From an optimization exercise on the open Yosys and OpenROAD flow, aimed at small area, a short achievable clock period and few clock cycles per item; shortcuts taken in it are not production practice.
The RTL was checked by simulation tests, not by an equivalence proof against the original design.
Power is estimated from default activity; no workload was simulated.

## lane 1
## multiword_add_sequencer
module multiword_add_sequencer (
  input  logic         clk,
  input  logic         rst,
  input  logic         in_valid,
  output logic         in_ready,
  input  logic [255:0] a,
  input  logic [255:0] b,
  input  logic         cin,
  input  logic         sub,
  output logic         out_valid,
  input  logic         out_ready,
  output logic [255:0] sum,
  output logic         cout
);
export LEC_CHECK = 0
export ABC_AREA = 1
export CAP_MARGIN = 20
export CORE_MARGIN = 2
export CORE_UTILIZATION = 40
export CTS_BUF_LIST = sky130_fd_sc_hd__clkbuf_8
export CTS_CLUSTER_DIAMETER = 100
export CTS_CLUSTER_SIZE = 12
export PLACE_DENSITY = 0.8
export SETUP_SLACK_MARGIN = 2.8
export SLEW_MARGIN = 20
create_clock -name core_clock -period 6.5 [get_ports {clk}]
standard.sh (not shown) runs the stock make flow with config.mk's settings and CLKGATE_MAP_FILE= SYNTH_SCRIPT=/design/flow/synth_recipe.tcl, a recipe that flattens the netlist after the stock synthesis.
==> flow/flow/run.sh <==
#!/bin/bash
# The standard layout (standard.sh) with three changes:
#  - synthesis maps the logic with the ABC script in flow/abc.script (in
#    place of ORFS's abc_area.script; the rest of the synthesis is ORFS's);
#  - after synthesis, polfix.py re-chooses the polarity of the full-adder
#    groups so that fewer inverters are needed (combinational cells only;
#    registers untouched);
#  - every port is buffered by the smallest buffer cell instead of the one
#    buffer_ports picks by default.
set -euo pipefail
export BUFFER_PORTS_ARGS="-buffer_cell sky130_fd_sc_hd__buf_1"
R=$PWD/orfs/results/sky130hd/multiword_add_sequencer/base
rm -rf "$PWD/scripts"
cp -r "$FLOW_HOME/scripts" "$PWD/scripts"
cp flow/abc.script "$PWD/scripts/abc_area.script"
SCRIPTS_DIR="$PWD/scripts" bash standard.sh "$R/1_2_yosys.v" > synth.log 2>&1
cp "$R/1_2_yosys.v" "$R/1_2_yosys.abc.v"
python3 flow/polfix.py "$R/1_2_yosys.abc.v" "$R/1_2_yosys.v" > polfix.log 2>&1
bash standard.sh > layout.log 2>&1
==> flow/flow/abc.script <==
strash
dch
map
topo
stime -c
buffer -c
upsize -c
dnsize -c
Other scripts of this flow, unchanged in this note and not shown: flow/flow/polfix.py
Lane 1 ran to completion and came out clean on the timing, design-rule and antenna checks.
Testbench counts of lane 1, summed over its fixed seeds: cycles 1,608, items 1,600.
### lane 1 -> lane 2
- changing CORE_UTILIZATION from 40 to 43
==> flow/flow/run.sh <==
#!/bin/bash
# The standard layout (standard.sh) with two changes:
#  - every port is buffered by the smallest buffer cell instead of the one
#    buffer_ports picks by default;
#  - after the standard synthesis, polfix.py re-chooses the polarity of the
#    full-adder groups so that fewer inverters are needed (combinational
#    cells only; registers untouched), then the layout continues from it.
set -euo pipefail
export BUFFER_PORTS_ARGS="-buffer_cell sky130_fd_sc_hd__buf_1"
R=$PWD/orfs/results/sky130hd/multiword_add_sequencer/base
bash standard.sh "$R/1_2_yosys.v" > synth.log 2>&1
cp "$R/1_2_yosys.v" "$R/1_2_yosys.standard.v"
python3 flow/polfix.py "$R/1_2_yosys.standard.v" "$R/1_2_yosys.v" > polfix.log 2>&1
bash standard.sh > layout.log 2>&1
removed: flow/flow/abc.script
- Lane 2 vs lane 1: total via count in the routed design down
- Min maximum fanout along the worst path across lane 1 and lane 2: lane 2
- Taking lane 1 as the reference, in lane 2 routed wire length lower, die area fell by 6.8%.
Here is what was changed in the inputs of lane 3 compared with lane 2.
- changing CORE_UTILIZATION from 43 to 40
Notes after the runs:
The full die area in lane 3 was higher than what lane 2 gave. Diff lane 2 -> lane 3 | maximum ir drop on the vdd rail | down by a little under 10%. Lane 3 reports a higher share of total power in the clock network than lane 2 does. Looking at worst setup path endpoint, the sum[231] result is from lane 3; the sum[78] one comes from lane 2. Hold slack was lower in the run labelled lane 3.
Here is what was changed in the inputs of lane 4 compared with lane 3.
- TNS_END_PERCENT: unset -> 5
==> comparison <==
Where flop-to-flop setup slack is concerned, lane 3 is better than lane 4.
Re number of buffers created by CTS: lane 3 was higher than lane 4.
No stage failed in lane 4, and the final checks on the layout all came back clean.
No stage failed in lane 3, and the final checks on the layout all came back clean.
Relative to lane 3, the part of the total power dissipated in combinational logic of lane 4 is higher by 0.4 points.

## static timing again, ports no longer ideal
No port has a modelled driver above. Below, the same layouts with a new extraction and two added sets of constraints. Step 1, drivers: a clkbuf_16 drives clk and a buf_2 each remaining input, both assumed. Step 2, shift: input delay + t, output delay - t, t = (earliest + latest rising clock arrival at the registers) / 2. This alone moves slack from input paths to output paths. a / b / c = no drivers / after step 1 / after step 2; a / b = the first two.
run	t, ns	slack for setup (ns)	worst setup path after step 2	pins driven straight from the clock port
lane 1	0.708	2.878 / 2.854 / 2.146	input to register	1
lane 2	0.673	2.903 / 2.851 / 2.219	input to register	1
lane 3	0.685	2.892 / 2.843 / 2.199	input to register	1
lane 4	0.677	2.804 / 2.750 / 2.091	input to register	1
After both steps setup and hold are still met in every run listed. For lane 1, which loses most, drivers alone change the setup slack by -0.024 ns; drivers and shift together by -0.732 ns.
